From an optimization exercise on the open Yosys and OpenROAD flow, aimed at small area; shortcuts taken in it are not production practice.
The RTL was checked by simulation tests, not by an equivalence proof against the original design.

==> flow/design.v (outline; a module is shown in full before it is edited, if it fits) <==
// module input_loader: 7 lines
// module nn_fa: 4 lines
// module nn_fa1: 4 lines
// module nn_ha: 4 lines
// module nn_benc: 5 lines
// module nn_benc0: 5 lines
// module nn_bsel: 3 lines
// module nn_bsel0: 3 lines
// module mac_b: 731 lines
// module nn_top: 145 lines
module nn_top (
	input  logic          clk,
	input  logic          rst_n,
	input  logic          in_valid_d,
	input  nn_pkg::data_t data_point,
	input  logic          in_valid_w1,
	input  nn_pkg::data_t weight1,
	input  logic          in_valid_w2,
	input  nn_pkg::data_t weight2,
	output logic          out_valid,
	output nn_pkg::data_t out
);
  // ...
==> flow/flow/run.sh <==
#!/bin/bash
# Standard synthesis; then every combinational cell of the netlist is set to
# its smallest drive strength before the standard layout steps, whose timing
# and design repair size up what needs it.  Ports get the smallest buffer;
# the clock tree is built without dummy loads.
set -euo pipefail
bash standard.sh synth > synth_stage.log 2>&1
NET=orfs/results/sky130hd/nn_top/base/1_2_yosys.v
python3 flow/downsize.py $NET > downsize.log 2>&1
bash standard.sh "BUFFER_PORTS_ARGS=-buffer_cell sky130_fd_sc_hd__buf_1" \
  "CTS_ARGS=-sink_clustering_enable -repair_clock_nets -sink_clustering_size 16 -sink_clustering_max_diameter 80 -buf_list sky130_fd_sc_hd__clkbuf_8 -dont_use_dummy_load" \
  finish > layout_stage.log 2>&1
==> flow/flow/downsize.py <==
#!/usr/bin/env python3
"""Swap each combinational cell of the synthesized netlist for the smallest
drive strength of the same cell (same function and pins).  Timing repair in
the later steps sizes up what needs it."""
import re, sys
LIB = "/OpenROAD-flow-scripts/flow/platforms/sky130hd/lib/sky130_fd_sc_hd__tt_025C_1v80.lib"
txt = open(LIB).read()
area = {}
for c in re.split(r'\n\s*cell\s*\(', txt)[1:]:
    n = re.match(r'\s*"?(\w+)"?', c).group(1)
    a = re.search(r'area\s*:\s*([\d.]+)', c)
    if a:
        area[n] = float(a.group(1))
SKIP = re.compile(r'__(df|edf|sdf|dl|clk|conb|tap|fill|decap|buf|inv|probe|lpflow|mux2i|ebuf|einv)')
def target(cell):
    if SKIP.search(cell):
        return cell
    m = re.match(r'(sky130_fd_sc_hd__\w+?)_(\d+)$', cell)
    if not m:
        return cell
    best = cell
    for d in ("0", "1"):
        cand = f"{m.group(1)}_{d}"
        if cand in area and area[cand] < area[best]:
            best = cand
    return best
path = sys.argv[1]
net = open(path).read()
swaps = {}
def sub(m):
    t = target(m.group(1))
    if t != m.group(1):
        swaps[(m.group(1), t)] = swaps.get((m.group(1), t), 0) + 1
    return m.group(0).replace(m.group(1), t, 1)
net = re.sub(r'^(\s*sky130_fd_sc_hd__\w+)(?=\s)', lambda m: sub2(m), net, flags=re.M) if False else \
      re.sub(r'(?m)^\s*(sky130_fd_sc_hd__\w+)\s', sub, net)
open(path, "w").write(net)
for (a, b), n in sorted(swaps.items()):
    print(f"{n:5d} {a} -> {b}")
==> flow/standard.sh <==
#!/bin/bash
# synth_recipe.tcl (not shown) runs the flow's synth.tcl, then flattens the netlist and writes it again
# the make line also repeats each setting of config.mk as NAME=value (left out here)
make -C /OpenROAD-flow-scripts/flow DESIGN_CONFIG=/design/flow/config.mk WORK_HOME=/design/flow/orfs CLKGATE_MAP_FILE= SYNTH_SCRIPT=/design/flow/synth_recipe.tcl "${@:-finish}"
==> flow/config.mk <==
export PLATFORM = sky130hd
export DESIGN_NAME = nn_top
export DESIGN_NICKNAME = nn_top
export VERILOG_FILES = /design/flow/design.v
export SDC_FILE = /design/flow/constraint.sdc
export NUM_CORES = 4
export LEC_CHECK = 0
export CAP_MARGIN = 20
export CORE_MARGIN = 2
export CORE_UTILIZATION = 60
export SLEW_MARGIN = 20
export SYNTH_HIERARCHICAL = 1
==> flow/constraint.sdc <==
create_clock -name core_clock -period 8.0 [get_ports {clk}]
set_input_delay 1.6000 -clock core_clock [delete_from_list [all_inputs] [get_ports {clk}]]
set_output_delay 1.6000 -clock core_clock [all_outputs]
set_load 0.01 [all_outputs]
==> results.ini, run 1 <==
[run_status]
status=finished clean

[cts]
postCtsSetupRepairBufs=0
cts_buffers=31
cts_resized=0

[grt]
grt_max_degree=65
grt_usage_pct=31.5
antenna_found_initial=4

[worst_setup_path]
cp_slowest_cell=o21ai_0
critPathCaptureType=flop
cp_cell_sequence=ha_1, nor2b_1, and3_1, a221o_1, buf_4, nor2b_1, a22oi_1, xnor2_1, fa_1, fa_1, fa_1, fa_1, fa_1, fa_1, ha_1, a21oi_1, o21ai_0, o21ai_0, a31oi_1, fa_1, xnor2_1, xnor2_1, xnor2_1, xnor2_1
crit_start=m2[1]
worstSetupPathType=reg2reg
crit_fanout=21

[timing]
finalSetupViolCount=0
tightest_slew_ns=1.04
holdWs_ns=0.353
clock_skew_ns=0.0718

[min_path]
min_from=x1[12]
min_path_type=reg2reg

[finish]
largest_class=multi-input combinational cells
nonClockInverterCount=120
seq_area_mm2=0.00951
seq_area_share_pct=28.3
area_growth_pct=6.93
num-fill-cells=3988
drive_gt1_share_pct=8.28
clock_area_share_pct=1.27

[synthesis]
yosysWarnings=7

[floorplan]
boundaryPins=70
nWellTaps=680
design.core.area_mm2=0.0516

[place]
hpwl_um=62800
routabilityCongestion=0.970

[run]
cap_violations=0

[routing]
wl_met2_um=39700
avgViaCountPerCell=6.32

==> module nn_top, before the edit <==
module nn_top (
	input  logic          clk,
	input  logic          rst_n,
	input  logic          in_valid_d,
	input  nn_pkg::data_t data_point,
	input  logic          in_valid_w1,
	input  nn_pkg::data_t weight1,
	input  logic          in_valid_w2,
	input  nn_pkg::data_t weight2,
	output logic          out_valid,
	output nn_pkg::data_t out
);
	localparam int DATA_W = nn_pkg::DATA_W;
	localparam int N_W1   = nn_pkg::N_W1;
	localparam int N_W2   = nn_pkg::N_W2;
	logic [1:0]                     cnt;
	logic [3:0]                     m1;
	logic [1:0]                     m2;
	logic [N_W1-1:0][DATA_W-1:0]    w1;
	logic [N_W2-1:0][DATA_W-1:0]    w2;
	logic [DATA_W-1:0]              x1, x2;
	logic                           v1, v2;
	logic [1:0]                     i1, i2;
	logic [2:0][DATA_W-1:0]         acc;
	logic                           r2;
	logic [DATA_W-1:0]              oacc;
	always_ff @(posedge clk or negedge rst_n) begin
		if (!rst_n) begin
			cnt <= '0;
			v1  <= 1'b0;
			v2  <= 1'b0;
			r2  <= 1'b0;
		end else begin
			if (in_valid_d)
				cnt <= cnt + 2'd1;
			v1 <= in_valid_d;
			v2 <= v1;
			r2 <= v2 && (i2 == 2'd3);
		end
	end
	always_ff @(posedge clk) begin
		x1 <= data_point;
		x2 <= x1;
		i1 <= cnt;
		i2 <= i1;
	end
	always_ff @(posedge clk or negedge rst_n) begin
		if (!rst_n) begin
			m1 <= '0;
			m2 <= '0;
		end else begin
			if (in_valid_w1 && m1 != 4'(N_W1))
				m1 <= m1 + 4'd1;
			if (in_valid_w2 && m2 != 2'(N_W2))
				m2 <= m2 + 2'd1;
		end
	end
	logic [2:0] vx;
	assign vx = {v2, v1, in_valid_d};
	always_ff @(posedge clk) begin
		for (int j = 0; j < 3; j++) begin
			if (in_valid_w1 || vx[j]) begin
				for (int i = 0; i < 3; i++)
					w1[4*j+i] <= w1[4*j+i+1];
				if (!in_valid_w1)
					w1[4*j+3] <= w1[4*j];
				else if (j == 2)
					w1[4*j+3] <= weight1;
				else
					w1[4*j+3] <= w1[(4*j+4) % N_W1];
			end
		end
	end
	always_ff @(posedge clk) begin
		if (in_valid_w2) begin
			w2[N_W2-1] <= weight2;
			for (int k = 0; k < N_W2 - 1; k++)
				w2[k] <= w2[k+1];
		end
	end
	logic [2:0][DATA_W-1:0] xs;
	logic [2:0][1:0]        ix;
	logic [2:0]             ok;
	logic [2:0][DATA_W-1:0] xg;
	logic [2:0][DATA_W-1:0] acc_in;
	logic [2:0][DATA_W-1:0] acc_nx;
	logic [N_W1-1:0] sv;
	always_comb
		for (int k = 0; k < N_W1; k++)
			sv[k] = (m1 >= 4'(N_W1 - k));
	assign xs = {x2, x1, data_point};
	assign ix = {i2, i1, cnt};
	genvar gj;
	generate
		for (gj = 0; gj < 3; gj++) begin : g_hid
			assign ok[gj] = vx[gj] && sv[4*gj + ix[gj]];
			input_loader u_gate (
				.en    (ok[gj]),
				.word  (xs[gj]),
				.gated (xg[gj])
			);
			assign acc_in[gj] = (vx[gj] && ix[gj] == 2'd0) ? '0 : acc[gj];
			mac_b u_mac (
				.a   (xg[gj]),
				.b   (w1[4*gj]),
				.acc (acc_in[gj]),
				.y   (acc_nx[gj])
			);
		end
	endgenerate
	always_ff @(posedge clk)
		acc <= acc_nx;
	logic [2:0]        hd;
	logic [2:0]        hs;
	logic [14:0]       h;
	logic [DATA_W-1:0] wsel;
	logic [DATA_W-1:0] oacc_in;
	logic [DATA_W-1:0] oacc_nx;
	assign hd = {r2, v2 && (i2 == 2'd3), v1 && (i1 == 2'd3)};
	assign hs[0] = hd[0] && !acc[0][DATA_W-1] && (m2 >= 2'd3);
	assign hs[1] = hd[1] && !acc[1][DATA_W-1] && (m2 >= 2'd2);
	assign hs[2] = hd[2] && !acc[2][DATA_W-1] && (m2 >= 2'd1);
	assign h    = (acc[0][14:0] & {15{hs[0]}})
	            | (acc[1][14:0] & {15{hs[1]}})
	            | (acc[2][14:0] & {15{hs[2]}});
	assign wsel = (w2[0] & {DATA_W{hd[0]}})
	            | (w2[1] & {DATA_W{hd[1]}})
	            | (w2[2] & {DATA_W{hd[2]}});
	assign oacc_in = hd[0] ? '0 : oacc;
	mac_b u_omac (
		.a   (wsel),
		.b   ({1'b0, h}),
		.acc (oacc_in),
		.y   (oacc_nx)
	);
	always_ff @(posedge clk)
		oacc <= oacc_nx;
	always_ff @(posedge clk or negedge rst_n) begin
		if (!rst_n)
			out_valid <= 1'b0;
		else
			out_valid <= r2;
	end
	assign out = oacc;
endmodule
==> run 2, diff against run 1 <==
--- a/flow/design.v
+++ b/flow/design.v
@@ -48,6 +48,13 @@
 module nn_bsel (input wire one, input wire two, input wire neg, input wire ak, input wire akm1, output wire p);
 	assign p = ((one & ak) | (two & akm1)) ^ neg;
 endmodule
+module nn_bselp (input wire one, input wire two, input wire ak, input wire akm1, output wire p);
+	assign p = (one & ak) | (two & akm1);
+endmodule
+module nn_benc7u (input wire b1, input wire b0, output wire one, output wire two);
+	assign one = b1 ^ b0;
+	assign two = b1 & b0;
+endmodule
 module nn_bsel0 (input wire one, input wire neg, input wire a0, output wire p);
 	assign p = (one & a0) ^ neg;
 endmodule
@@ -782,6 +789,736 @@
 	assign s = p0 ^ {bg41, bg30, bg40, bg25, bg39, bg29, bg38, bg22, bg37, bg28, bg36, bg24, bg35, bg27, bg34, bg19, bg33, bg26, bg32, bg13, bg31, bg1, g0[0], 1'b0};
 	assign y = s[23:8];
 endmodule
+module mac_bu (
+	input  wire [15:0] a,
+	input  wire [15:0] b,
+	input  wire [15:0] acc,
+	output wire [15:0] y
+);
+	wire one0;
+	wire two0;
+	wire neg0;
+	wire p1;
+	wire p2;
+	wire p3;
+	wire p4;
+	wire p5;
+	wire p6;
+	wire p7;
+	wire p8;
+	wire p9;
+	wire p10;
+	wire p11;
+	wire p12;
+	wire p13;
+	wire p14;
+	wire p15;
+	wire p16;
+	wire p17;
+	wire ns18;
+	wire one1;
+	wire two1;
+	wire neg1;
+	wire p19;
+	wire p20;
+	wire p21;
+	wire p22;
+	wire p23;
+	wire p24;
+	wire p25;
+	wire p26;
+	wire p27;
+	wire p28;
+	wire p29;
+	wire p30;
+	wire p31;
+	wire p32;
+	wire p33;
+	wire p34;
+	wire p35;
+	wire ns36;
+	wire one2;
+	wire two2;
+	wire neg2;
+	wire p37;
+	wire p38;
+	wire p39;
+	wire p40;
+	wire p41;
+	wire p42;
+	wire p43;
+	wire p44;
+	wire p45;
+	wire p46;
+	wire p47;
+	wire p48;
+	wire p49;
+	wire p50;
+	wire p51;
+	wire p52;
+	wire p53;
+	wire ns54;
+	wire one3;
+	wire two3;
+	wire neg3;
+	wire p55;
+	wire p56;
+	wire p57;
+	wire p58;
+	wire p59;
+	wire p60;
+	wire p61;
+	wire p62;
+	wire p63;
+	wire p64;
+	wire p65;
+	wire p66;
+	wire p67;
+	wire p68;
+	wire p69;
+	wire p70;
+	wire p71;
+	wire ns72;
+	wire one4;
+	wire two4;
+	wire neg4;
+	wire p73;
+	wire p74;
+	wire p75;
+	wire p76;
+	wire p77;
+	wire p78;
+	wire p79;
+	wire p80;
+	wire p81;
+	wire p82;
+	wire p83;
+	wire p84;
+	wire p85;
+	wire p86;
+	wire p87;
+	wire p88;
+	wire one5;
+	wire two5;
+	wire neg5;
+	wire p89;
+	wire p90;
+	wire p91;
+	wire p92;
+	wire p93;
+	wire p94;
+	wire p95;
+	wire p96;
+	wire p97;
+	wire p98;
+	wire p99;
+	wire p100;
+	wire p101;
+	wire p102;
+	wire one6;
+	wire two6;
+	wire neg6;
+	wire p103;
+	wire p104;
+	wire p105;
+	wire p106;
+	wire p107;
+	wire p108;
+	wire p109;
+	wire p110;
+	wire p111;
+	wire p112;
+	wire p113;
+	wire p114;
+	wire one7;
+	wire two7;
+	wire p115;
+	wire p116;
+	wire p117;
+	wire p118;
+	wire p119;
+	wire p120;
+	wire p121;
+	wire p122;
+	wire p123;
+	wire p124;
+	wire s125;
+	wire c126;
+	wire s127;
+	wire c128;
+	wire s129;
+	wire c130;
+	wire s131;
+	wire c132;
+	wire s133;
+	wire c134;
+	wire s135;
+	wire c136;
+	wire s137;
+	wire c138;
+	wire s139;
+	wire c140;
+	wire s141;
+	wire c142;
+	wire s143;
+	wire c144;
+	wire s145;
+	wire c146;
+	wire s147;
+	wire c148;
+	wire s149;
+	wire c150;
+	wire s151;
+	wire c152;
+	wire s153;
+	wire c154;
+	wire s155;
+	wire c156;
+	wire s157;
+	wire c158;
+	wire s159;
+	wire c160;
+	wire s161;
+	wire c162;
+	wire s163;
+	wire c164;
+	wire s165;
+	wire c166;
+	wire s167;
+	wire c168;
+	wire s169;
+	wire c170;
+	wire s171;
+	wire c172;
+	wire s173;
+	wire c174;
+	wire s175;
+	wire c176;
+	wire s177;
+	wire c178;
+	wire s179;
+	wire c180;
+	wire s181;
+	wire c182;
+	wire s183;
+	wire c184;
+	wire s185;
+	wire c186;
+	wire s187;
+	wire c188;
+	wire s189;
+	wire c190;
+	wire s191;
+	wire c192;
+	wire s193;
+	wire c194;
+	wire s195;
+	wire c196;
+	wire s197;
+	wire c198;
+	wire s199;
+	wire c200;
+	wire s201;
+	wire c202;
+	wire s203;
+	wire c204;
+	wire s205;
+	wire c206;
+	wire s207;
+	wire c208;
+	wire s209;
+	wire c210;
+	wire s211;
+	wire c212;
+	wire s213;
+	wire c214;
+	wire s215;
+	wire c216;
+	wire s217;
+	wire c218;
+	wire s219;
+	wire c220;
+	wire s221;
+	wire c222;
+	wire s223;
+	wire c224;
+	wire s225;
+	wire c226;
+	wire s227;
+	wire c228;
+	wire s229;
+	wire c230;
+	wire s231;
+	wire c232;
+	wire s233;
+	wire c234;
+	wire s235;
+	wire c236;
+	wire s237;
+	wire c238;
+	wire s239;
+	wire c240;
+	wire s241;
+	wire c242;
+	wire s243;
+	wire c244;
+	wire s245;
+	wire c246;
+	wire s247;
+	wire c248;
+	wire s249;
+	wire c250;
+	wire s251;
+	wire c252;
+	wire s253;
+	wire c254;
+	wire s255;
+	wire c256;
+	wire s257;
+	wire c258;
+	wire s259;
+	wire c260;
+	wire s261;
+	wire c262;
+	wire s263;
+	wire c264;
+	wire s265;
+	wire c266;
+	wire s267;
+	wire c268;
+	wire s269;
+	wire c270;
+	wire s271;
+	wire c272;
+	wire s273;
+	wire c274;
+	wire s275;
+	wire c276;
+	wire s277;
+	wire c278;
+	wire s279;
+	wire c280;
+	wire s281;
+	wire c282;
+	wire s283;
+	wire c284;
+	wire s285;
+	wire c286;
+	wire s287;
+	wire c288;
+	wire s289;
+	wire c290;
+	wire s291;
+	wire c292;
+	wire s293;
+	wire c294;
+	wire s295;
+	wire c296;
+	wire s297;
+	wire c298;
+	wire s299;
+	wire c300;
+	wire s301;
+	wire c302;
+	wire s303;
+	wire c304;
+	wire s305;
+	wire c306;
+	wire s307;
+	wire c308;
+	wire s309;
+	wire c310;
+	wire s311;
+	wire c312;
+	wire s313;
+	wire c314;
+	wire s315;
+	wire c316;
+	wire s317;
+	wire c318;
+	wire s319;
+	wire c320;
+	wire s321;
+	wire c322;
+	wire s323;
+	wire c324;
+	wire s325;
+	wire c326;
+	wire s327;
+	wire s328;
+	wire s329;
+	wire s330;
+	wire s331;
+	wire [23:0] r0, r1, s;
+	nn_benc0 ue0 (.b2(b[1]), .b1(b[0]), .one(one0), .two(two0), .neg(neg0));
+	nn_bsel0 up1 (.one(one0), .neg(neg0), .a0(a[0]), .p(p1));
+	nn_bsel up2 (.one(one0), .two(two0), .neg(neg0), .ak(a[1]), .akm1(a[0]), .p(p2));
+	nn_bsel up3 (.one(one0), .two(two0), .neg(neg0), .ak(a[2]), .akm1(a[1]), .p(p3));
+	nn_bsel up4 (.one(one0), .two(two0), .neg(neg0), .ak(a[3]), .akm1(a[2]), .p(p4));
+	nn_bsel up5 (.one(one0), .two(two0), .neg(neg0), .ak(a[4]), .akm1(a[3]), .p(p5));
+	nn_bsel up6 (.one(one0), .two(two0), .neg(neg0), .ak(a[5]), .akm1(a[4]), .p(p6));
+	nn_bsel up7 (.one(one0), .two(two0), .neg(neg0), .ak(a[6]), .akm1(a[5]), .p(p7));
+	nn_bsel up8 (.one(one0), .two(two0), .neg(neg0), .ak(a[7]), .akm1(a[6]), .p(p8));
+	nn_bsel up9 (.one(one0), .two(two0), .neg(neg0), .ak(a[8]), .akm1(a[7]), .p(p9));
+	nn_bsel up10 (.one(one0), .two(two0), .neg(neg0), .ak(a[9]), .akm1(a[8]), .p(p10));
+	nn_bsel up11 (.one(one0), .two(two0), .neg(neg0), .ak(a[10]), .akm1(a[9]), .p(p11));
+	nn_bsel up12 (.one(one0), .two(two0), .neg(neg0), .ak(a[11]), .akm1(a[10]), .p(p12));
+	nn_bsel up13 (.one(one0), .two(two0), .neg(neg0), .ak(a[12]), .akm1(a[11]), .p(p13));
+	nn_bsel up14 (.one(one0), .two(two0), .neg(neg0), .ak(a[13]), .akm1(a[12]), .p(p14));
+	nn_bsel up15 (.one(one0), .two(two0), .neg(neg0), .ak(a[14]), .akm1(a[13]), .p(p15));
+	nn_bsel up16 (.one(one0), .two(two0), .neg(neg0), .ak(a[15]), .akm1(a[14]), .p(p16));
+	nn_bsel up17 (.one(one0), .two(two0), .neg(neg0), .ak(a[15]), .akm1(a[15]), .p(p17));
+	assign ns18 = ~p17;
+	nn_benc ue1 (.b2(b[3]), .b1(b[2]), .b0(b[1]), .one(one1), .two(two1), .neg(neg1));
+	nn_bsel0 up19 (.one(one1), .neg(neg1), .a0(a[0]), .p(p19));
+	nn_bsel up20 (.one(one1), .two(two1), .neg(neg1), .ak(a[1]), .akm1(a[0]), .p(p20));
+	nn_bsel up21 (.one(one1), .two(two1), .neg(neg1), .ak(a[2]), .akm1(a[1]), .p(p21));
+	nn_bsel up22 (.one(one1), .two(two1), .neg(neg1), .ak(a[3]), .akm1(a[2]), .p(p22));
+	nn_bsel up23 (.one(one1), .two(two1), .neg(neg1), .ak(a[4]), .akm1(a[3]), .p(p23));
+	nn_bsel up24 (.one(one1), .two(two1), .neg(neg1), .ak(a[5]), .akm1(a[4]), .p(p24));
+	nn_bsel up25 (.one(one1), .two(two1), .neg(neg1), .ak(a[6]), .akm1(a[5]), .p(p25));
+	nn_bsel up26 (.one(one1), .two(two1), .neg(neg1), .ak(a[7]), .akm1(a[6]), .p(p26));
+	nn_bsel up27 (.one(one1), .two(two1), .neg(neg1), .ak(a[8]), .akm1(a[7]), .p(p27));
+	nn_bsel up28 (.one(one1), .two(two1), .neg(neg1), .ak(a[9]), .akm1(a[8]), .p(p28));
+	nn_bsel up29 (.one(one1), .two(two1), .neg(neg1), .ak(a[10]), .akm1(a[9]), .p(p29));
+	nn_bsel up30 (.one(one1), .two(two1), .neg(neg1), .ak(a[11]), .akm1(a[10]), .p(p30));
+	nn_bsel up31 (.one(one1), .two(two1), .neg(neg1), .ak(a[12]), .akm1(a[11]), .p(p31));
+	nn_bsel up32 (.one(one1), .two(two1), .neg(neg1), .ak(a[13]), .akm1(a[12]), .p(p32));
+	nn_bsel up33 (.one(one1), .two(two1), .neg(neg1), .ak(a[14]), .akm1(a[13]), .p(p33));
+	nn_bsel up34 (.one(one1), .two(two1), .neg(neg1), .ak(a[15]), .akm1(a[14]), .p(p34));
+	nn_bsel up35 (.one(one1), .two(two1), .neg(neg1), .ak(a[15]), .akm1(a[15]), .p(p35));
+	assign ns36 = ~p35;
+	nn_benc ue2 (.b2(b[5]), .b1(b[4]), .b0(b[3]), .one(one2), .two(two2), .neg(neg2));
+	nn_bsel0 up37 (.one(one2), .neg(neg2), .a0(a[0]), .p(p37));
+	nn_bsel up38 (.one(one2), .two(two2), .neg(neg2), .ak(a[1]), .akm1(a[0]), .p(p38));
+	nn_bsel up39 (.one(one2), .two(two2), .neg(neg2), .ak(a[2]), .akm1(a[1]), .p(p39));
+	nn_bsel up40 (.one(one2), .two(two2), .neg(neg2), .ak(a[3]), .akm1(a[2]), .p(p40));
+	nn_bsel up41 (.one(one2), .two(two2), .neg(neg2), .ak(a[4]), .akm1(a[3]), .p(p41));
+	nn_bsel up42 (.one(one2), .two(two2), .neg(neg2), .ak(a[5]), .akm1(a[4]), .p(p42));
+	nn_bsel up43 (.one(one2), .two(two2), .neg(neg2), .ak(a[6]), .akm1(a[5]), .p(p43));
+	nn_bsel up44 (.one(one2), .two(two2), .neg(neg2), .ak(a[7]), .akm1(a[6]), .p(p44));
+	nn_bsel up45 (.one(one2), .two(two2), .neg(neg2), .ak(a[8]), .akm1(a[7]), .p(p45));
+	nn_bsel up46 (.one(one2), .two(two2), .neg(neg2), .ak(a[9]), .akm1(a[8]), .p(p46));
+	nn_bsel up47 (.one(one2), .two(two2), .neg(neg2), .ak(a[10]), .akm1(a[9]), .p(p47));
+	nn_bsel up48 (.one(one2), .two(two2), .neg(neg2), .ak(a[11]), .akm1(a[10]), .p(p48));
+	nn_bsel up49 (.one(one2), .two(two2), .neg(neg2), .ak(a[12]), .akm1(a[11]), .p(p49));
+	nn_bsel up50 (.one(one2), .two(two2), .neg(neg2), .ak(a[13]), .akm1(a[12]), .p(p50));
+	nn_bsel up51 (.one(one2), .two(two2), .neg(neg2), .ak(a[14]), .akm1(a[13]), .p(p51));
+	nn_bsel up52 (.one(one2), .two(two2), .neg(neg2), .ak(a[15]), .akm1(a[14]), .p(p52));
+	nn_bsel up53 (.one(one2), .two(two2), .neg(neg2), .ak(a[15]), .akm1(a[15]), .p(p53));
+	assign ns54 = ~p53;
+	nn_benc ue3 (.b2(b[7]), .b1(b[6]), .b0(b[5]), .one(one3), .two(two3), .neg(neg3));
+	nn_bsel0 up55 (.one(one3), .neg(neg3), .a0(a[0]), .p(p55));
+	nn_bsel up56 (.one(one3), .two(two3), .neg(neg3), .ak(a[1]), .akm1(a[0]), .p(p56));
+	nn_bsel up57 (.one(one3), .two(two3), .neg(neg3), .ak(a[2]), .akm1(a[1]), .p(p57));
+	nn_bsel up58 (.one(one3), .two(two3), .neg(neg3), .ak(a[3]), .akm1(a[2]), .p(p58));
+	nn_bsel up59 (.one(one3), .two(two3), .neg(neg3), .ak(a[4]), .akm1(a[3]), .p(p59));
+	nn_bsel up60 (.one(one3), .two(two3), .neg(neg3), .ak(a[5]), .akm1(a[4]), .p(p60));
+	nn_bsel up61 (.one(one3), .two(two3), .neg(neg3), .ak(a[6]), .akm1(a[5]), .p(p61));
+	nn_bsel up62 (.one(one3), .two(two3), .neg(neg3), .ak(a[7]), .akm1(a[6]), .p(p62));
+	nn_bsel up63 (.one(one3), .two(two3), .neg(neg3), .ak(a[8]), .akm1(a[7]), .p(p63));
+	nn_bsel up64 (.one(one3), .two(two3), .neg(neg3), .ak(a[9]), .akm1(a[8]), .p(p64));
+	nn_bsel up65 (.one(one3), .two(two3), .neg(neg3), .ak(a[10]), .akm1(a[9]), .p(p65));
+	nn_bsel up66 (.one(one3), .two(two3), .neg(neg3), .ak(a[11]), .akm1(a[10]), .p(p66));
+	nn_bsel up67 (.one(one3), .two(two3), .neg(neg3), .ak(a[12]), .akm1(a[11]), .p(p67));
+	nn_bsel up68 (.one(one3), .two(two3), .neg(neg3), .ak(a[13]), .akm1(a[12]), .p(p68));
+	nn_bsel up69 (.one(one3), .two(two3), .neg(neg3), .ak(a[14]), .akm1(a[13]), .p(p69));
+	nn_bsel up70 (.one(one3), .two(two3), .neg(neg3), .ak(a[15]), .akm1(a[14]), .p(p70));
+	nn_bsel up71 (.one(one3), .two(two3), .neg(neg3), .ak(a[15]), .akm1(a[15]), .p(p71));
+	assign ns72 = ~p71;
+	nn_benc ue4 (.b2(b[9]), .b1(b[8]), .b0(b[7]), .one(one4), .two(two4), .neg(neg4));
+	nn_bsel0 up73 (.one(one4), .neg(neg4), .a0(a[0]), .p(p73));
+	nn_bsel up74 (.one(one4), .two(two4), .neg(neg4), .ak(a[1]), .akm1(a[0]), .p(p74));
+	nn_bsel up75 (.one(one4), .two(two4), .neg(neg4), .ak(a[2]), .akm1(a[1]), .p(p75));
+	nn_bsel up76 (.one(one4), .two(two4), .neg(neg4), .ak(a[3]), .akm1(a[2]), .p(p76));
+	nn_bsel up77 (.one(one4), .two(two4), .neg(neg4), .ak(a[4]), .akm1(a[3]), .p(p77));
+	nn_bsel up78 (.one(one4), .two(two4), .neg(neg4), .ak(a[5]), .akm1(a[4]), .p(p78));
+	nn_bsel up79 (.one(one4), .two(two4), .neg(neg4), .ak(a[6]), .akm1(a[5]), .p(p79));
+	nn_bsel up80 (.one(one4), .two(two4), .neg(neg4), .ak(a[7]), .akm1(a[6]), .p(p80));
+	nn_bsel up81 (.one(one4), .two(two4), .neg(neg4), .ak(a[8]), .akm1(a[7]), .p(p81));
+	nn_bsel up82 (.one(one4), .two(two4), .neg(neg4), .ak(a[9]), .akm1(a[8]), .p(p82));
+	nn_bsel up83 (.one(one4), .two(two4), .neg(neg4), .ak(a[10]), .akm1(a[9]), .p(p83));
+	nn_bsel up84 (.one(one4), .two(two4), .neg(neg4), .ak(a[11]), .akm1(a[10]), .p(p84));
+	nn_bsel up85 (.one(one4), .two(two4), .neg(neg4), .ak(a[12]), .akm1(a[11]), .p(p85));
+	nn_bsel up86 (.one(one4), .two(two4), .neg(neg4), .ak(a[13]), .akm1(a[12]), .p(p86));
+	nn_bsel up87 (.one(one4), .two(two4), .neg(neg4), .ak(a[14]), .akm1(a[13]), .p(p87));
+	nn_bsel up88 (.one(one4), .two(two4), .neg(neg4), .ak(a[15]), .akm1(a[14]), .p(p88));
+	nn_benc ue5 (.b2(b[11]), .b1(b[10]), .b0(b[9]), .one(one5), .two(two5), .neg(neg5));
+	nn_bsel0 up89 (.one(one5), .neg(neg5), .a0(a[0]), .p(p89));
+	nn_bsel up90 (.one(one5), .two(two5), .neg(neg5), .ak(a[1]), .akm1(a[0]), .p(p90));
+	nn_bsel up91 (.one(one5), .two(two5), .neg(neg5), .ak(a[2]), .akm1(a[1]), .p(p91));
+	nn_bsel up92 (.one(one5), .two(two5), .neg(neg5), .ak(a[3]), .akm1(a[2]), .p(p92));
+	nn_bsel up93 (.one(one5), .two(two5), .neg(neg5), .ak(a[4]), .akm1(a[3]), .p(p93));
+	nn_bsel up94 (.one(one5), .two(two5), .neg(neg5), .ak(a[5]), .akm1(a[4]), .p(p94));
+	nn_bsel up95 (.one(one5), .two(two5), .neg(neg5), .ak(a[6]), .akm1(a[5]), .p(p95));
+	nn_bsel up96 (.one(one5), .two(two5), .neg(neg5), .ak(a[7]), .akm1(a[6]), .p(p96));
+	nn_bsel up97 (.one(one5), .two(two5), .neg(neg5), .ak(a[8]), .akm1(a[7]), .p(p97));
+	nn_bsel up98 (.one(one5), .two(two5), .neg(neg5), .ak(a[9]), .akm1(a[8]), .p(p98));
+	nn_bsel up99 (.one(one5), .two(two5), .neg(neg5), .ak(a[10]), .akm1(a[9]), .p(p99));
+	nn_bsel up100 (.one(one5), .two(two5), .neg(neg5), .ak(a[11]), .akm1(a[10]), .p(p100));
+	nn_bsel up101 (.one(one5), .two(two5), .neg(neg5), .ak(a[12]), .akm1(a[11]), .p(p101));
+	nn_bsel up102 (.one(one5), .two(two5), .neg(neg5), .ak(a[13]), .akm1(a[12]), .p(p102));
+	nn_benc ue6 (.b2(b[13]), .b1(b[12]), .b0(b[11]), .one(one6), .two(two6), .neg(neg6));
+	nn_bsel0 up103 (.one(one6), .neg(neg6), .a0(a[0]), .p(p103));
+	nn_bsel up104 (.one(one6), .two(two6), .neg(neg6), .ak(a[1]), .akm1(a[0]), .p(p104));
+	nn_bsel up105 (.one(one6), .two(two6), .neg(neg6), .ak(a[2]), .akm1(a[1]), .p(p105));
+	nn_bsel up106 (.one(one6), .two(two6), .neg(neg6), .ak(a[3]), .akm1(a[2]), .p(p106));
+	nn_bsel up107 (.one(one6), .two(two6), .neg(neg6), .ak(a[4]), .akm1(a[3]), .p(p107));
+	nn_bsel up108 (.one(one6), .two(two6), .neg(neg6), .ak(a[5]), .akm1(a[4]), .p(p108));
+	nn_bsel up109 (.one(one6), .two(two6), .neg(neg6), .ak(a[6]), .akm1(a[5]), .p(p109));
+	nn_bsel up110 (.one(one6), .two(two6), .neg(neg6), .ak(a[7]), .akm1(a[6]), .p(p110));
+	nn_bsel up111 (.one(one6), .two(two6), .neg(neg6), .ak(a[8]), .akm1(a[7]), .p(p111));
+	nn_bsel up112 (.one(one6), .two(two6), .neg(neg6), .ak(a[9]), .akm1(a[8]), .p(p112));
+	nn_bsel up113 (.one(one6), .two(two6), .neg(neg6), .ak(a[10]), .akm1(a[9]), .p(p113));
+	nn_bsel up114 (.one(one6), .two(two6), .neg(neg6), .ak(a[11]), .akm1(a[10]), .p(p114));
+	nn_benc7u ue7 (.b1(b[14]), .b0(b[13]), .one(one7), .two(two7));
+	nn_bselp up115 (.one(one7), .two(two7), .ak(a[0]), .akm1(1'b0), .p(p115));
+	nn_bselp up116 (.one(one7), .two(two7), .ak(a[1]), .akm1(a[0]), .p(p116));
+	nn_bselp up117 (.one(one7), .two(two7), .ak(a[2]), .akm1(a[1]), .p(p117));
+	nn_bselp up118 (.one(one7), .two(two7), .ak(a[3]), .akm1(a[2]), .p(p118));
+	nn_bselp up119 (.one(one7), .two(two7), .ak(a[4]), .akm1(a[3]), .p(p119));
+	nn_bselp up120 (.one(one7), .two(two7), .ak(a[5]), .akm1(a[4]), .p(p120));
+	nn_bselp up121 (.one(one7), .two(two7), .ak(a[6]), .akm1(a[5]), .p(p121));
+	nn_bselp up122 (.one(one7), .two(two7), .ak(a[7]), .akm1(a[6]), .p(p122));
+	nn_bselp up123 (.one(one7), .two(two7), .ak(a[8]), .akm1(a[7]), .p(p123));
+	nn_bselp up124 (.one(one7), .two(two7), .ak(a[9]), .akm1(a[8]), .p(p124));
+	nn_fa us125 (.a(neg1), .b(p3), .c(p19), .s(s125), .co(c126));
+	nn_fa us127 (.a(p4), .b(p20), .c(c126), .s(s127), .co(c128));
+	nn_fa us129 (.a(neg2), .b(p5), .c(p21), .s(s129), .co(c130));
+	nn_fa us131 (.a(p37), .b(s129), .c(c128), .s(s131), .co(c132));
+	nn_fa us133 (.a(p6), .b(p22), .c(p38), .s(s133), .co(c134));
+	nn_fa us135 (.a(c130), .b(s133), .c(c132), .s(s135), .co(c136));
+	nn_fa us137 (.a(neg3), .b(p7), .c(p23), .s(s137), .co(c138));
+	nn_fa us139 (.a(p39), .b(p55), .c(c134), .s(s139), .co(c140));
+	nn_fa us141 (.a(s137), .b(s139), .c(c136), .s(s141), .co(c142));
+	nn_fa us143 (.a(p8), .b(p24), .c(p40), .s(s143), .co(c144));
+	nn_fa us145 (.a(p56), .b(c138), .c(s143), .s(s145), .co(c146));
+	nn_fa us147 (.a(c140), .b(s145), .c(c142), .s(s147), .co(c148));
+	nn_fa us149 (.a(acc[0]), .b(neg4), .c(p9), .s(s149), .co(c150));
+	nn_fa us151 (.a(p25), .b(p41), .c(p57), .s(s151), .co(c152));
+	nn_fa us153 (.a(p73), .b(c144), .c(s149), .s(s153), .co(c154));
+	nn_fa us155 (.a(s151), .b(c146), .c(s153), .s(s155), .co(c156));
+	nn_fa us157 (.a(acc[1]), .b(p10), .c(p26), .s(s157), .co(c158));
+	nn_fa us159 (.a(p42), .b(p58), .c(p74), .s(s159), .co(c160));
+	nn_fa us161 (.a(c150), .b(c152), .c(s157), .s(s161), .co(c162));
+	nn_fa us163 (.a(s159), .b(c154), .c(s161), .s(s163), .co(c164));
+	nn_fa us165 (.a(acc[2]), .b(neg5), .c(p11), .s(s165), .co(c166));
+	nn_fa us167 (.a(p27), .b(p43), .c(p59), .s(s167), .co(c168));
+	nn_fa us169 (.a(p75), .b(p89), .c(c158), .s(s169), .co(c170));
+	nn_fa us171 (.a(c160), .b(s165), .c(s167), .s(s171), .co(c172));
+	nn_fa us173 (.a(c162), .b(s169), .c(s171), .s(s173), .co(c174));
+	nn_fa us175 (.a(acc[3]), .b(p12), .c(p28), .s(s175), .co(c176));
+	nn_fa us177 (.a(p44), .b(p60), .c(p76), .s(s177), .co(c178));
+	nn_fa us179 (.a(p90), .b(c166), .c(c168), .s(s179), .co(c180));
+	nn_fa us181 (.a(s175), .b(s177), .c(c170), .s(s181), .co(c182));
+	nn_fa us183 (.a(c172), .b(s179), .c(s181), .s(s183), .co(c184));
+	nn_fa us185 (.a(acc[4]), .b(neg6), .c(p13), .s(s185), .co(c186));
+	nn_fa us187 (.a(p29), .b(p45), .c(p61), .s(s187), .co(c188));
+	nn_fa us189 (.a(p77), .b(p91), .c(p103), .s(s189), .co(c190));
+	nn_fa us191 (.a(c176), .b(c178), .c(s185), .s(s191), .co(c192));
+	nn_fa us193 (.a(s187), .b(s189), .c(c180), .s(s193), .co(c194));
+	nn_fa us195 (.a(s191), .b(c182), .c(s193), .s(s195), .co(c196));
+	nn_fa us197 (.a(acc[5]), .b(p14), .c(p30), .s(s197), .co(c198));
+	nn_fa us199 (.a(p46), .b(p62), .c(p78), .s(s199), .co(c200));
+	nn_fa us201 (.a(p92), .b(p104), .c(c186), .s(s201), .co(c202));
+	nn_fa us203 (.a(c188), .b(c190), .c(s197), .s(s203), .co(c204));
+	nn_fa us205 (.a(s199), .b(c192), .c(s201), .s(s205), .co(c206));
+	nn_fa us207 (.a(s203), .b(c194), .c(s205), .s(s207), .co(c208));
+	nn_fa us209 (.a(acc[6]), .b(p15), .c(p31), .s(s209), .co(c210));
+	nn_fa us211 (.a(p47), .b(p63), .c(p79), .s(s211), .co(c212));
+	nn_fa us213 (.a(p93), .b(p105), .c(p115), .s(s213), .co(c214));
+	nn_fa us215 (.a(c198), .b(c200), .c(s209), .s(s215), .co(c216));
+	nn_fa us217 (.a(s211), .b(s213), .c(c202), .s(s217), .co(c218));
+	nn_fa us219 (.a(c204), .b(s215), .c(c206), .s(s219), .co(c220));
+	nn_fa us221 (.a(s217), .b(c208), .c(s219), .s(s221), .co(c222));
+	nn_fa us223 (.a(acc[7]), .b(p16), .c(p32), .s(s223), .co(c224));
+	nn_fa us225 (.a(p48), .b(p64), .c(p80), .s(s225), .co(c226));
+	nn_fa us227 (.a(p94), .b(p106), .c(p116), .s(s227), .co(c228));
+	nn_fa us229 (.a(c210), .b(c212), .c(c214), .s(s229), .co(c230));
+	nn_fa us231 (.a(s223), .b(s225), .c(s227), .s(s231), .co(c232));
+	nn_fa us233 (.a(c216), .b(s229), .c(s231), .s(s233), .co(c234));
+	nn_fa us235 (.a(c218), .b(s233), .c(c220), .s(s235), .co(c236));
+	nn_fa us237 (.a(acc[8]), .b(p17), .c(p33), .s(s237), .co(c238));
+	nn_fa us239 (.a(p49), .b(p65), .c(p81), .s(s239), .co(c240));
+	nn_fa us241 (.a(p95), .b(p107), .c(p117), .s(s241), .co(c242));
+	nn_fa us243 (.a(c224), .b(c226), .c(c228), .s(s243), .co(c244));
+	nn_fa us245 (.a(s237), .b(s239), .c(s241), .s(s245), .co(c246));
+	nn_fa us247 (.a(c230), .b(c232), .c(s243), .s(s247), .co(c248));
+	nn_fa us249 (.a(s245), .b(c234), .c(s247), .s(s249), .co(c250));
+	nn_fa us251 (.a(acc[9]), .b(p17), .c(p34), .s(s251), .co(c252));
+	nn_fa us253 (.a(p50), .b(p66), .c(p82), .s(s253), .co(c254));
+	nn_fa us255 (.a(p96), .b(p108), .c(p118), .s(s255), .co(c256));
+	nn_fa us257 (.a(c238), .b(c240), .c(c242), .s(s257), .co(c258));
+	nn_fa us259 (.a(s251), .b(s253), .c(s255), .s(s259), .co(c260));
+	nn_fa us261 (.a(c244), .b(c246), .c(s257), .s(s261), .co(c262));
+	nn_fa us263 (.a(s259), .b(c248), .c(s261), .s(s263), .co(c264));
+	nn_fa us265 (.a(acc[10]), .b(p51), .c(p67), .s(s265), .co(c266));
+	nn_fa us267 (.a(p83), .b(p97), .c(p109), .s(s267), .co(c268));
+	nn_fa us269 (.a(p119), .b(ns18), .c(ns36), .s(s269), .co(c270));
+	nn_fa us271 (.a(c252), .b(c254), .c(c256), .s(s271), .co(c272));
+	nn_fa us273 (.a(s265), .b(s267), .c(s269), .s(s273), .co(c274));
+	nn_fa us275 (.a(c258), .b(c260), .c(s271), .s(s275), .co(c276));
+	nn_fa us277 (.a(s273), .b(c262), .c(s275), .s(s277), .co(c278));
+	nn_fa1 us279 (.a(acc[11]), .b(p52), .s(s279), .co(c280));
+	nn_fa us281 (.a(p68), .b(p84), .c(p98), .s(s281), .co(c282));
+	nn_fa us283 (.a(p110), .b(p120), .c(c266), .s(s283), .co(c284));
+	nn_fa us285 (.a(c268), .b(s279), .c(s281), .s(s285), .co(c286));
+	nn_fa us287 (.a(c270), .b(c272), .c(s283), .s(s287), .co(c288));
+	nn_fa us289 (.a(s285), .b(c274), .c(c276), .s(s289), .co(c290));
+	nn_fa us291 (.a(s287), .b(c278), .c(s289), .s(s291), .co(c292));
+	nn_fa us293 (.a(acc[12]), .b(p69), .c(p85), .s(s293), .co(c294));
+	nn_fa us295 (.a(p99), .b(p111), .c(p121), .s(s295), .co(c296));
+	nn_fa us297 (.a(ns54), .b(c280), .c(c282), .s(s297), .co(c298));
+	nn_fa us299 (.a(s293), .b(s295), .c(c284), .s(s299), .co(c300));
+	nn_fa us301 (.a(c286), .b(s297), .c(c288), .s(s301), .co(c302));
+	nn_fa us303 (.a(s299), .b(c290), .c(s301), .s(s303), .co(c304));
+	nn_fa1 us305 (.a(acc[13]), .b(p70), .s(s305), .co(c306));
+	nn_fa us307 (.a(p86), .b(p100), .c(p112), .s(s307), .co(c308));
+	nn_fa us309 (.a(p122), .b(c294), .c(c296), .s(s309), .co(c310));
+	nn_fa us311 (.a(s305), .b(s307), .c(c298), .s(s311), .co(c312));
+	nn_fa us313 (.a(s309), .b(c300), .c(s311), .s(s313), .co(c314));
+	nn_fa us315 (.a(c302), .b(s313), .c(c304), .s(s315), .co(c316));
+	nn_fa us317 (.a(acc[14]), .b(p87), .c(p101), .s(s317), .co(c318));
+	nn_fa us319 (.a(p113), .b(p123), .c(ns72), .s(s319), .co(c320));
+	nn_fa us321 (.a(c306), .b(c308), .c(s317), .s(s321), .co(c322));
+	nn_fa us323 (.a(s319), .b(c310), .c(s321), .s(s323), .co(c324));
+	nn_fa us325 (.a(c312), .b(s323), .c(c314), .s(s325), .co(c326));
+	assign s327 = ~acc[15];
+	assign s328 = s327 ^ p88 ^ p102;
+	assign s329 = p114 ^ p124 ^ c318;
+	assign s330 = s328 ^ c320 ^ c322;
+	assign s331 = s329 ^ c324 ^ s330;
+	assign r0 = {c326, c316, s315, c292, s291, c264, c250, c236, c222, s221, c196, c184, c174, c164, c156, c148, s147, s141, s135, s131, s127, s125, p2, p1};
+	assign r1 = {s331, s325, 1'b0, s303, 1'b0, s277, s263, s249, s235, 1'b0, s207, s195, s183, s173, s163, s155, 1'b0, 1'b0, 1'b0, 1'b0, 1'b0, 1'b0, 1'b0, neg0};
+	wire [23:0] g0, p0;
+	assign g0 = r0 & r1;
+	assign p0 = r0 ^ r1;
+	wire bg1, bp1;
+	assign bg1 = g0[1] | (p0[1] & g0[0]);
+	assign bp1 = p0[1] & p0[0];
+	wire bg2, bp2;
+	assign bg2 = g0[3] | (p0[3] & g0[2]);
+	assign bp2 = p0[3] & p0[2];
+	wire bg3, bp3;
+	assign bg3 = g0[5] | (p0[5] & g0[4]);
+	assign bp3 = p0[5] & p0[4];
+	wire bg4, bp4;
+	assign bg4 = g0[7] | (p0[7] & g0[6]);
+	assign bp4 = p0[7] & p0[6];
+	wire bg5, bp5;
+	assign bg5 = g0[9] | (p0[9] & g0[8]);
+	assign bp5 = p0[9] & p0[8];
+	wire bg6, bp6;
+	assign bg6 = g0[11] | (p0[11] & g0[10]);
+	assign bp6 = p0[11] & p0[10];
+	wire bg7, bp7;
+	assign bg7 = g0[13] | (p0[13] & g0[12]);
+	assign bp7 = p0[13] & p0[12];
+	wire bg8, bp8;
+	assign bg8 = g0[15] | (p0[15] & g0[14]);
+	assign bp8 = p0[15] & p0[14];
+	wire bg9, bp9;
+	assign bg9 = g0[17] | (p0[17] & g0[16]);
+	assign bp9 = p0[17] & p0[16];
+	wire bg10, bp10;
+	assign bg10 = g0[19] | (p0[19] & g0[18]);
+	assign bp10 = p0[19] & p0[18];
+	wire bg11, bp11;
+	assign bg11 = g0[21] | (p0[21] & g0[20]);
+	assign bp11 = p0[21] & p0[20];
+	wire bg12, bp12;
+	assign bg12 = g0[23] | (p0[23] & g0[22]);
+	assign bp12 = p0[23] & p0[22];
+	wire bg13, bp13;
+	assign bg13 = bg2 | (bp2 & bg1);
+	assign bp13 = bp2 & bp1;
+	wire bg14, bp14;
+	assign bg14 = bg4 | (bp4 & bg3);
+	assign bp14 = bp4 & bp3;
+	wire bg15, bp15;
+	assign bg15 = bg6 | (bp6 & bg5);
+	assign bp15 = bp6 & bp5;
+	wire bg16, bp16;
+	assign bg16 = bg8 | (bp8 & bg7);
+	assign bp16 = bp8 & bp7;
+	wire bg17, bp17;
+	assign bg17 = bg10 | (bp10 & bg9);
+	assign bp17 = bp10 & bp9;
+	wire bg18, bp18;
+	assign bg18 = bg12 | (bp12 & bg11);
+	assign bp18 = bp12 & bp11;
+	wire bg19, bp19;
+	assign bg19 = bg14 | (bp14 & bg13);
+	assign bp19 = bp14 & bp13;
+	wire bg20, bp20;
+	assign bg20 = bg16 | (bp16 & bg15);
+	assign bp20 = bp16 & bp15;
+	wire bg21, bp21;
+	assign bg21 = bg18 | (bp18 & bg17);
+	assign bp21 = bp18 & bp17;
+	wire bg22, bp22;
+	assign bg22 = bg20 | (bp20 & bg19);
+	assign bp22 = bp20 & bp19;
+	wire bg23, bp23;
+	assign bg23 = bg21 | (bp21 & bg22);
+	assign bp23 = bp21 & bp22;
+	wire bg24, bp24;
+	assign bg24 = bg15 | (bp15 & bg19);
+	assign bp24 = bp15 & bp19;
+	wire bg25, bp25;
+	assign bg25 = bg17 | (bp17 & bg22);
+	assign bp25 = bp17 & bp22;
+	wire bg26, bp26;
+	assign bg26 = bg3 | (bp3 & bg13);
+	assign bp26 = bp3 & bp13;
+	wire bg27, bp27;
+	assign bg27 = bg5 | (bp5 & bg19);
+	assign bp27 = bp5 & bp19;
+	wire bg28, bp28;
+	assign bg28 = bg7 | (bp7 & bg24);
+	assign bp28 = bp7 & bp24;
+	wire bg29, bp29;
+	assign bg29 = bg9 | (bp9 & bg22);
+	assign bp29 = bp9 & bp22;
+	wire bg30, bp30;
+	assign bg30 = bg11 | (bp11 & bg25);
+	assign bp30 = bp11 & bp25;
+	wire bg31, bp31;
+	assign bg31 = g0[2] | (p0[2] & bg1);
+	assign bp31 = p0[2] & bp1;
+	wire bg32, bp32;
+	assign bg32 = g0[4] | (p0[4] & bg13);
+	assign bp32 = p0[4] & bp13;
+	wire bg33, bp33;
+	assign bg33 = g0[6] | (p0[6] & bg26);
+	assign bp33 = p0[6] & bp26;
+	wire bg34, bp34;
+	assign bg34 = g0[8] | (p0[8] & bg19);
+	assign bp34 = p0[8] & bp19;
+	wire bg35, bp35;
+	assign bg35 = g0[10] | (p0[10] & bg27);
+	assign bp35 = p0[10] & bp27;
+	wire bg36, bp36;
+	assign bg36 = g0[12] | (p0[12] & bg24);
+	assign bp36 = p0[12] & bp24;
+	wire bg37, bp37;
+	assign bg37 = g0[14] | (p0[14] & bg28);
+	assign bp37 = p0[14] & bp28;
+	wire bg38, bp38;
+	assign bg38 = g0[16] | (p0[16] & bg22);
+	assign bp38 = p0[16] & bp22;
+	wire bg39, bp39;
+	assign bg39 = g0[18] | (p0[18] & bg29);
+	assign bp39 = p0[18] & bp29;
+	wire bg40, bp40;
+	assign bg40 = g0[20] | (p0[20] & bg25);
+	assign bp40 = p0[20] & bp25;
+	wire bg41, bp41;
+	assign bg41 = g0[22] | (p0[22] & bg30);
+	assign bp41 = p0[22] & bp30;
+	assign s = p0 ^ {bg41, bg30, bg40, bg25, bg39, bg29, bg38, bg22, bg37, bg28, bg36, bg24, bg35, bg27, bg34, bg19, bg33, bg26, bg32, bg13, bg31, bg1, g0[0], 1'b0};
+	assign y = s[23:8];
+endmodule
 `default_nettype wire
 `timescale 1ns/10ps
 `default_nettype none
@@ -914,7 +1651,7 @@
 	            | (w2[1] & {DATA_W{hd[1]}})
 	            | (w2[2] & {DATA_W{hd[2]}});
 	assign oacc_in = hd[0] ? '0 : oacc;
-	mac_b u_omac (
+	mac_bu u_omac (
 		.a   (wsel),
 		.b   ({1'b0, h}),
 		.acc (oacc_in),
==> run 2 against run 1 <==
Compared with the run above: critical endpoint is now acc[47]; synthesized cell count down 0.59%; count of clock-buffer cells in the layout down 1; still clean; utilization about the same; cell count down 0.32%.
==> results.ini, run 2 <==
[finish]
top_regs=w1: 192 flops, acc: 48 flops, w2: 48 flops
drive_gt1_share_pct=8.68  ; +0.40 points
final_cell_count_no_fill=3400
largest-register=w1
final_common_cell=xnor2_1
final_cell_mix=xnor2_1, a22oi_1, fa_1, edfxtp_1, buf_4
nets=3265
largest_reg_flops=192
area_growth_pct=7.12

[worst_setup_path]
rr_startpoint=m1[1]
cp_slowest_cell=o41a_1
path_delay_family=adder cells
path_common_cell=fa_1
crit_buf_inv=3
max_stage_delay_ns=0.56
crit_start=m1[1]
cp_data_arrival_time_ns=7.94
cp-start-kind=flop
critPathCaptureType=flop
crit_fanout=16  ; -24%
critPathRequiredTime_ns=8.47
worstSetupPathType=reg2reg

[grt]
grt_pass1_vias=22500
antenna_found_initial=0  ; -4
grt_max_degree=65  ; unchanged
grt_usage_pct=33.2  ; +1.7 points
grt_pass1_wl_um=137000
grt_overflow=0

[timing]
max_slew_margin_pct=29.3
slew_viol_final=0
max_freq_mhz=134
clock_skew_ns=0.102  ; +0.0304 ns
tightest_slew_ns=1.06  ; +0.0246 ns
setup_tns_ns=0
holdWs_ns=0.362  ; +0.00955 ns
period_needed_ns=7.47
finalSetupViolCount=0  ; unchanged
period_share_pct=93.4
rsz0062_at_grt=no
hold_viol_final=0

[cts]
htreeDepth=1
clockBufferDepth=3
postCtsSetupRepairBufs=0  ; unchanged
path_clk_slew_ns=0.10
tritoncts=built
cts_buffers=30  ; -3.2%
clock-sinks=352
insertion_delay_ns=0.68
holdBufCountCts=0
root_buffer=clkbuf_8

[run]
cap_violations=0  ; unchanged

[floorplan]
dieArea_mm2=0.0541
design.core.area_mm2=0.0515  ; -0.20%
start_util_pct=60.9
rows=83
die_w_um=233
die_h_um=233
boundaryPins=70  ; unchanged

[min_path]
min_path_type=reg2reg
min_from=x1[12]

[place]
io_buffers=69
hpwl_um=66100  ; +5.2%
place_inst=3368
routabilityCongestion=0.925  ; -4.7%

[routing]
avgViaCountPerCell=6.40  ; +1.3%
drtAntennaViolNets=0
drc=0
vias=21800
post_drt_wl_per_cell_um=25.8
routed_wirelength_um=87600
first_pass_iters=7
drtIter0Drc=2608

[synthesis]
syn_inst=2535
netlist_area_mm2=0.0314
avgSynthCellArea_um2=12.4
yosysWarnings=7  ; unchanged

[run_status]
status=finished clean

## run 2: cell types whose count changed in the layout (fill, tap and decap cells not counted), moves of 3 or more
| cell | change |
|---|---|
| xnor2_1 | -11 |
| a22o_1 | +10 |
| a22oi_1 | -8 |
| buf_4 | +4 |
| inv_1 | -4 |
| a21oi_1 | +3 |
| and2b_1 | +3 |
| nor2_1 | -3 |
| nor2b_1 | -3 |
| o21ai_1 | +3 |
| o22ai_1 | -3 |
## run 2: worst paths after layout
| kind | to | slack, ns | depth (start not counted) |
|---|---|---|---|
| setup / recovery | acc[47] | 0.53 | 26 |
| hold / removal | x2[12] | 0.36 | 0 |
| setup reg to reg | acc[47] | 0.53 | 26 |
| hold reg to reg | x2[12] | 0.36 | 0 |
| max in group asynchronous | m2[1] | 6.59 | 2 |
| min in group asynchronous | out_valid | 0.90 | 1 |
## run 2: what timing repair did
item | 4_1_cts | 5_1_grt
endpoints found under the setup margin | 0 | 1
gates resized for setup | 0 | 1
hold endpoints to repair | 0 | 0
## run 2: per-stage QoR
stage               area, µm²  utilization [%]  setup slack (ns)
global route            33600             65.2             0.143
finish                  33600             65.2             0.528
global placement        33100             64.4             0.573
CTS                     33600             65.2             0.394
detailed placement      33200             64.4             0.458
floorplan               31400                -              1.08
## run 2: cell type report
cell class                      count  area [µm²]
Tap cell                          680         851
Clock buffer                       30         413
Multi-Input combinational cell   2008       21000
Sequential cell                   352        9510
Fill cell                        4052       17900
Antenna cell                        2        5.00
Inverter                          116         435
Timing Repair Buffer              212        1340
## run 2: layer usage
layer	vias to the layer above	GRT usage [%]	routed length, µm
li1	9440	-	-
met1	11100	48.1	37200
met2	1108	51.4	39400
met3	151	5.70	7820
met4	0	10.5	3200
met5	-	0	0
## run 2: worst register-to-register path: stages, from the launching register on
cell and delay, ns:
dfrtp_1 0.44, inv_1 0.18, ha_1 0.17, nor2b_1 0.23, a21oi_1 0.11, o41a_1 0.56, and2_0 0.25, buf_4 0.21
a22oi_1 0.23, xnor2_1 0.12, fa_1 0.42, fa_1 0.40, fa_1 0.40, fa_1 0.43, fa_1 0.42, fa_1 0.48
ha_1 0.35, nand4_1 0.10, nor4_2 0.38, o21ai_0 0.14, buf_4 0.18, a31oi_1 0.25, fa_1 0.23, xnor2_1 0.15
xnor2_1 0.17, xnor2_1 0.16, xnor2_1 0.09
==> run 3, diff against run 2 <==
--- a/flow/flow/run.sh
+++ b/flow/flow/run.sh
@@ -7,6 +7,6 @@
 bash standard.sh synth > synth_stage.log 2>&1
 NET=orfs/results/sky130hd/nn_top/base/1_2_yosys.v
 python3 flow/downsize.py $NET > downsize.log 2>&1
-bash standard.sh "BUFFER_PORTS_ARGS=-buffer_cell sky130_fd_sc_hd__buf_1" \
+bash standard.sh REMOVE_ABC_BUFFERS=1 "BUFFER_PORTS_ARGS=-buffer_cell sky130_fd_sc_hd__buf_1" \
   "CTS_ARGS=-sink_clustering_enable -repair_clock_nets -sink_clustering_size 16 -sink_clustering_max_diameter 80 -buf_list sky130_fd_sc_hd__clkbuf_8 -dont_use_dummy_load" \
   finish > layout_stage.log 2>&1
--- a/flow/config.mk
+++ b/flow/config.mk
@@ -7,6 +7,6 @@
 export LEC_CHECK = 0
 export CAP_MARGIN = 20
 export CORE_MARGIN = 2
-export CORE_UTILIZATION = 60
+export CORE_UTILIZATION = 80
 export SLEW_MARGIN = 20
 export SYNTH_HIERARCHICAL = 1
==> run 3 against run 2 <==
Compared with the run above: still clean on timing, DRC and antenna; die area decreased by 25%; design area decreased by 1.1%; via count increased by 7.6%; clock skew increased by 0.025 ns; non-clock buffer count decreased by 18; routed wire length increased by 1.3%; largest cell class unchanged; fmax decreased by 2.5%.
==> results.ini, run 3 <==
[run_status]
status=finished clean

[grt]
grt_usage_pct=44.2  ; +11 points
grt_pass1_wl_um=138000  ; +0.72%
grt_pass1_vias=24400  ; +8.3%
grt_overflow=0  ; unchanged
grt_max_degree=65  ; unchanged
antenna_found_initial=1  ; +1

[cts]
root_buffer=clkbuf_8
clockBufferDepth=3  ; unchanged
insertion_delay_ns=0.69  ; about the same
cts_resized=0  ; unchanged
holdBufCountCts=0  ; unchanged
htreeDepth=1  ; unchanged
clock-sinks=352  ; unchanged
path_clk_slew_ns=0.10  ; about the same
postCtsSetupRepairBufs=0  ; unchanged
cts_buffers=28  ; -6.7%
tritoncts=built

[finish]
top_regs=w1: 192 flops, acc: 48 flops, w2: 48 flops
num-fill-cells=1860  ; -54%
nets=3245  ; -0.61%
final_cell_count_no_fill=3217  ; -5.4%
largest-register=w1
final_cell_mix=xnor2_1, a22oi_1, fa_1, edfxtp_1, buf_4
drive_gt1_share_pct=7.86  ; -0.83 points
area_growth_pct=5.95
final_common_cell=xnor2_1
largest_reg_flops=192  ; unchanged

[timing]
hold_viol_final=0  ; unchanged
finalSetupViolCount=0  ; unchanged
slew_viol_final=0  ; unchanged
max_freq_mhz=131  ; -2.5%
rsz0062_at_grt=no
tightest_slew_ns=1.15  ; +0.0860 ns
clock_skew_ns=0.127  ; +0.0248 ns
period_needed_ns=7.66  ; +0.189 ns
setup_tns_ns=0  ; unchanged
max_slew_margin_pct=23.6  ; -5.8 points
period_share_pct=95.8  ; +2.4 points

[routing]
vias=23400  ; +7.6%
avgViaCountPerCell=7.28  ; +14%
post_drt_wl_per_cell_um=27.6  ; +7.0%
first_pass_iters=7  ; unchanged
drc=0  ; unchanged
drtAntennaViolNets=0  ; unchanged
drtIter0Drc=3826  ; +47%
routed_wirelength_um=88700  ; +1.3%

[floorplan]
die_h_um=202  ; -13%
dieArea_mm2=0.0408  ; -25%
boundaryPins=70  ; unchanged
design.core.area_mm2=0.0386  ; -25%
rows=72  ; -13%
die_w_um=202  ; -13%
start_util_pct=81.1  ; +20 points

[synthesis]
yosysWarnings=7  ; unchanged
avgSynthCellArea_um2=12.4  ; unchanged
syn_inst=2535  ; unchanged
netlist_area_mm2=0.0314  ; unchanged

[place]
place_inst=3186  ; -5.4%
routabilityCongestion=0.976  ; +5.5%
io_buffers=69  ; unchanged
hpwl_um=63200  ; -4.4%

[min_path]
min_path_type=reg2reg
hold_end=x2[9]
min_from=x1[9]
holdPathStages=0  ; unchanged

[worst_setup_path]
worst_r2r_endpoint=acc[31]
worstSetupPathType=reg2reg
cp_data_arrival_time_ns=8.27  ; +0.33 ns
ff2ff_setup_slack_ns=0.34  ; -0.19 ns
path_common_cell=fa_1
crit_fanout=16  ; unchanged
critPathRequiredTime_ns=8.60  ; +0.13 ns
r2r_cells=23  ; -12%
cp_cell_sequence=inv_1, ha_1, nor2b_1, a31o_2, o21ai_0, buf_4, and2_0, a22oi_1, xnor2_1, fa_1, fa_1, fa_1, fa_1, fa_1, ha_1, o211a_1, o21ai_0, a31oi_1, fa_1, xnor2_1, xnor2_1, xnor2_1, xnor2_1
critPathCaptureType=flop
max_stage_delay_ns=0.66  ; +0.10 ns
rr_startpoint=m1[0]
cp_slowest_cell=and2_0
cp-start-kind=flop

[run]
cap_violations=0  ; unchanged

[run 3: changes by cell type in the layout (fill, tap and decap cells not counted), moves of 2 or more]
cell      previous run  this run
buf_4              142       123
o22ai_1             25        27
clkbuf_8            30        28
o22ai_2              2         0
[run 3: cell type report]
cell class | instances | area [µm²] | area share, %
Sequential cell | 352 | 9510 | 28.6
Antenna cell | 1 | 2.50 | 0.00753
Multi-Input combinational cell | 2008 | 21000 | 63.2
Clock buffer | 28 | 385 | 1.16
Timing Repair Buffer | 194 | 1230 | 3.70
Tap cell | 518 | 648 | 1.95
Inverter | 116 | 435 | 1.31
[run 3: per-layer routing]
layer  routed length (µm)  up-vias  global-route usage, %
met5                   57        -                      0
li1                     -     9403                      -
met4                 5880        2                   23.2
met2                41200     2041                   69.9
met1                30600    11500                   57.6
met3                11000      495                   10.4
[run 3: worst max-delay path: cells and delay by family, from the launching register on]
kind | cells | cell delay [ns]
xor+xnor | 5 | 1.26
fa+ha+maj | 8 | 3.43
flops | 1 | 0.48
simple gates | 2 | 0.83
buf+inv | 2 | 0.36
compound gates | 6 | 1.23
[run 3: worst max path at each step]
stage,from,to
after floorplan,i2[1],oacc[15]
after global placement,in_valid_d,acc[15]
after detailed placement,in_valid_d,acc[15]
after CTS,m1[0],acc[31]
after global routing,m1[0],acc[31]
final,m1[0],acc[31]
[run 3: per-stage QoR]
step	worst slack [ns]	utilization [%]	hold slack (ns)	instance area (µm²)
after floorplan	0.0493	-	0.324	30900
after global placement	0.546	84.8	0.335	32800
after detailed placement	0.422	84.8	0.337	32800
after CTS	0.555	85.8	0.278	33200
after global routing	0.0994	85.9	0.277	33200
final	0.339	85.9	0.281	33200

separate check: timing with driven ports:
The results above use ideal ports. As a check the final layouts listed here were re-extracted and re-timed, cells and wires unchanged. Step 1: set_driving_cell puts a clkbuf_16 on clk and a buf_2 on each other input, an assumption about the parent block. Step 2 moves the port delays by t, midway between the first and last clock arrival at a register: inputs arrive t later, outputs are due t later. That takes back most of the time a late clock gives input paths. Slacks: ideal ports / drivers / drivers and shift; pairs: ideal ports / drivers.
| run | t (ns) | slack for setup (ns) | hold slack, ns | worst setup path at the end | worst data-port slew with drivers (ns) |
|---|---|---|---|---|---|
| run 1 | 0.693 | 0.704 / 0.704 / 0.290 | 0.353 / 0.353 / 0.353 | input to register | 0.03 |
| run 2 | 0.681 | 0.528 / 0.528 / 0.426 | 0.362 / 0.362 / 0.362 | input to register | 0.05 |
| run 3 | 0.675 | 0.339 / 0.339 / 0.256 | 0.281 / 0.281 / 0.281 | input to register | 0.05 |
After both steps every run listed still meets setup and hold. The setup slack of run 1, which loses most, moves by 0.000 ns with the drivers and by -0.414 ns with both steps.
